Source: an optimization exercise on an open RTL-to-GDS flow (aim: small area). Production flows keep margins and buffers that such runs may drop.

==> module frame_sequencer, before the edit <==
module frame_sequencer
(
    input  logic       clk,
    input  logic       rstn,
    input  logic       head_flag,
    output logic       start,
    output logic       filter_en,
    output logic       update_en,
    output logic       out_load,
    output logic       last_upd
);
    logic [4:0] s;
    assign start     = (s == 5'd0) && head_flag;
    logic       filt_q;
    logic       upd_q;
    assign filter_en = filt_q;
    assign update_en = upd_q;
    always_ff @(posedge clk or negedge rstn)
    begin
        if (!rstn)
        begin
            filt_q <= 1'b0;
            upd_q  <= 1'b0;
        end
        else
        begin
            filt_q <= (s >= 5'd1) && (s <= 5'd8);       
            upd_q  <= (s >= 5'd9) && (s <= 5'd16);      
        end
    end
    assign out_load  = (s == 5'd10);
    assign last_upd  = (s == 5'd17);
    always_ff @(posedge clk or negedge rstn)
    begin
        if (!rstn)
            s <= 5'd0;
        else if (s == 5'd0)
        begin
            if (head_flag)
                s <= 5'd1;
        end
        else if (s == 5'd18)
        begin
            if (!head_flag)
                s <= 5'd0;
        end
        else
            s <= s + 5'd1;
    end
endmodule
==> module ref_delay_line, before the edit <==
module ref_delay_line
(
    input  logic               clk,
    input  logic               rstn,
    input  logic               start,
    input  logic signed [13:0] reff,
    input  logic [2:0]         ptr,
    output logic signed [13:0] x
);
    logic signed [13:0] taps [8];
    logic [3:0]         nf;
    always_ff @(posedge clk)
    begin
        if (start)
        begin
            taps[0] <= reff;
            for (int i = 1; i < 8; i++)
                taps[i] <= taps[i-1];
        end
    end
    always_ff @(posedge clk or negedge rstn)
    begin
        if (!rstn)
            nf <= 4'd0;
        else if (start && !nf[3])
            nf <= nf + 4'd1;
    end
    always_ff @(posedge clk)
        x <= (nf[3] || (ptr < nf[2:0])) ? taps[ptr] : 14'sd0;
endmodule
==> module lms_channel, before the edit <==
module lms_channel
(
    input  logic               clk,
    input  logic               start,
    input  logic               filter_en,
    input  logic               update_en,
    input  logic               wv,
    input  logic signed [13:0] primary,
    input  logic [6:0]         neg,
    input  logic [6:0]         one,
    input  logic [6:0]         two,
    output logic signed [13:0] err
);
    logic signed [15:0] w [8];
    logic signed [32:0] acc;
    logic signed [15:0] w_rd;
    logic signed [15:0] m;
    logic signed [32:0] addend;
    logic signed [32:0] t;
    logic signed [20:0] y;
    assign w_rd = wv ? w[0] : 16'sd0;
    assign y = ~acc[32:12];
    always_comb
    begin
        if (y[20:13] != {8{y[13]}})
            err = y[20] ? -14'sd8192 : 14'sd8191;
        else
            err = y[13:0];
    end
    assign m      = filter_en ? w_rd : 16'(err);
    assign addend = update_en ? {2'b00, w_rd, 15'd0} : acc;
    anc_mac mac_i (
        .m   (m),
        .neg (neg),
        .one (one),
        .two (two),
        .add (addend),
        .t   (t)
    );
    always_ff @(posedge clk)
    begin
        if (start)
            acc <= {{7{~primary[13]}}, ~primary, 12'd0};
        else if (filter_en)
            acc <= t;
    end
    always_ff @(posedge clk)
    begin
        w[0] <= w[7];
        w[1] <= update_en ? t[30:15] : w[0];
        for (int i = 2; i < 8; i++)
            w[i] <= w[i-1];
    end
endmodule
clock: 12.0 ns
lec_check: 0
cap_margin: 20
core_margin: 2
core_utilization: 65
slew_margin: 20
standard.sh (not shown) runs the stock make flow with config.mk's settings and CLKGATE_MAP_FILE= SYNTH_SCRIPT=/design/flow/synth_recipe.tcl, a recipe that flattens the netlist after the stock synthesis.
==> flow/flow/run.sh <==
#!/bin/bash
# Layout flow: the standard synthesis and layout, with these changes.
#  1. After the standard synthesis (unchanged), flow/invopt.py chooses signal
#     polarities to save inverters: full-adder cells are self-dual, xor2/xnor2
#     and and/or-type cells have complemented twins, and half adders can be
#     rebuilt from an xor and a 2-input gate. Registers are not touched.
#  2. The layout then runs with the smallest port buffers and a coarser
#     clock tree without dummy loads (flow/layout_args.sh).
# Each step writes its full output to a log file in this folder.
set -euo pipefail
R=orfs/results/sky130hd/anc_top/base
bash standard.sh synth > synth.log 2>&1
cp $R/1_2_yosys.v 1_2_yosys_standard.v
python3 flow/invopt.py 1_2_yosys_standard.v $R/1_2_yosys.v > invopt.log 2>&1
touch $R/1_2_yosys.v
source flow/layout_args.sh
bash standard.sh "${LAYOUT_ARGS[@]}" finish > layout.log 2>&1
Other scripts of this flow, unchanged in this note and not shown: flow/flow/invopt.py, flow/flow/layout_args.sh
Change:
--- a/flow/design.v
+++ b/flow/design.v
@@ -43,11 +43,11 @@
             filt_q <= 1'b0;
             upd_q  <= 1'b0;
         end
         else
         begin
-            filt_q <= (s >= 5'd1) && (s <= 5'd8);       
+            filt_q <= start || ((s >= 5'd1) && (s <= 5'd7));    
             upd_q  <= (s >= 5'd9) && (s <= 5'd16);      
         end
     end
     assign out_load  = (s == 5'd10);
     assign last_upd  = (s == 5'd17);
@@ -84,30 +84,46 @@
     input  logic               start,
     input  logic signed [13:0] reff,
     input  logic [2:0]         ptr,
     output logic signed [13:0] x
 );
-    logic signed [13:0] taps [8];
+    logic signed [13:0] ring [8];
+    logic signed [13:0] xin;
+    logic [2:0]         g;
     logic [3:0]         nf;
+    logic               ins;
+    assign ins = (ptr == ~g);
+    always_ff @(posedge clk)
+    begin
+        ring[0] <= ins ? xin : ring[7];
+        for (int i = 1; i < 8; i++)
+            ring[i] <= ring[i-1];
+    end
     always_ff @(posedge clk)
     begin
         if (start)
         begin
-            taps[0] <= reff;
-            for (int i = 1; i < 8; i++)
-                taps[i] <= taps[i-1];
+            xin <= reff;
+            g   <= g + 3'd1;
         end
     end
     always_ff @(posedge clk or negedge rstn)
     begin
         if (!rstn)
             nf <= 4'd0;
         else if (start && !nf[3])
             nf <= nf + 4'd1;
     end
-    always_ff @(posedge clk)
-        x <= (nf[3] || (ptr < nf[2:0])) ? taps[ptr] : 14'sd0;
+    always_comb
+    begin
+        if (!(nf[3] || (ptr < nf[2:0])))
+            x = 14'sd0;
+        else if (ptr == 3'd0)
+            x = xin;
+        else
+            x = ring[g];
+    end
 endmodule
 module lms_channel
 (
     input  logic               clk,
     input  logic               start,
@@ -125,11 +141,11 @@
     logic signed [15:0] w_rd;
     logic signed [15:0] m;
     logic signed [32:0] addend;
     logic signed [32:0] t;
     logic signed [20:0] y;
-    assign w_rd = wv ? w[0] : 16'sd0;
+    assign w_rd = wv ? w[7] : 16'sd0;
     assign y = ~acc[32:12];
     always_comb
     begin
         if (y[20:13] != {8{y[13]}})
             err = y[20] ? -14'sd8192 : 14'sd8191;
@@ -153,13 +169,12 @@
         else if (filter_en)
             acc <= t;
     end
     always_ff @(posedge clk)
     begin
-        w[0] <= w[7];
-        w[1] <= update_en ? t[30:15] : w[0];
-        for (int i = 2; i < 8; i++)
+        w[0] <= update_en ? t[30:15] : w[7];
+        for (int i = 1; i < 8; i++)
             w[i] <= w[i-1];
     end
 endmodule
 module anc_mac
 (
Outcome:
- final cell count climbs slightly
- global-route usage climbs by 1.5 points
- register-to-register slack is worse by 180 ps
- wire length climbs slightly
- maximum frequency drops slightly
- design area hardly moves
- setup slack is worse by 180 ps
- clock skew climbs by 18 ps
- first-iteration DRC count drops by about a fifth
- critical path depth climbs by 2
- synthesized area drops by a few percent
- die area drops by a few percent
No functional check of the RTL was part of any run of this note.

[re-timing with driven ports]
No port has a modelled driver above. Below, the same layouts with a new extraction and two added sets of constraints.
Step 1 (the two cells are an assumption about what drives the block):
set clk [get_ports {clk}]
set_driving_cell -lib_cell sky130_fd_sc_hd__clkbuf_16 $clk
set_driving_cell -lib_cell sky130_fd_sc_hd__buf_2 [delete_from_list [all_inputs] $clk]
Step 2 times the ports against the registers' clock, not the clock port: input delays grow and output delays shrink by t, the midpoint of the rising clock arrivals with the driver on.
Three values: ideal, step 1, step 2; two values: the first two.
run | shift t [ns] | setup slack, ns | worst setup path at the end
the first run | 0.625 | 0.544 / 0.544 / 0.544 | register to register
the second run | 0.634 | 0.367 / 0.367 / 0.367 | register to register
After both steps every run listed still meets setup and hold.
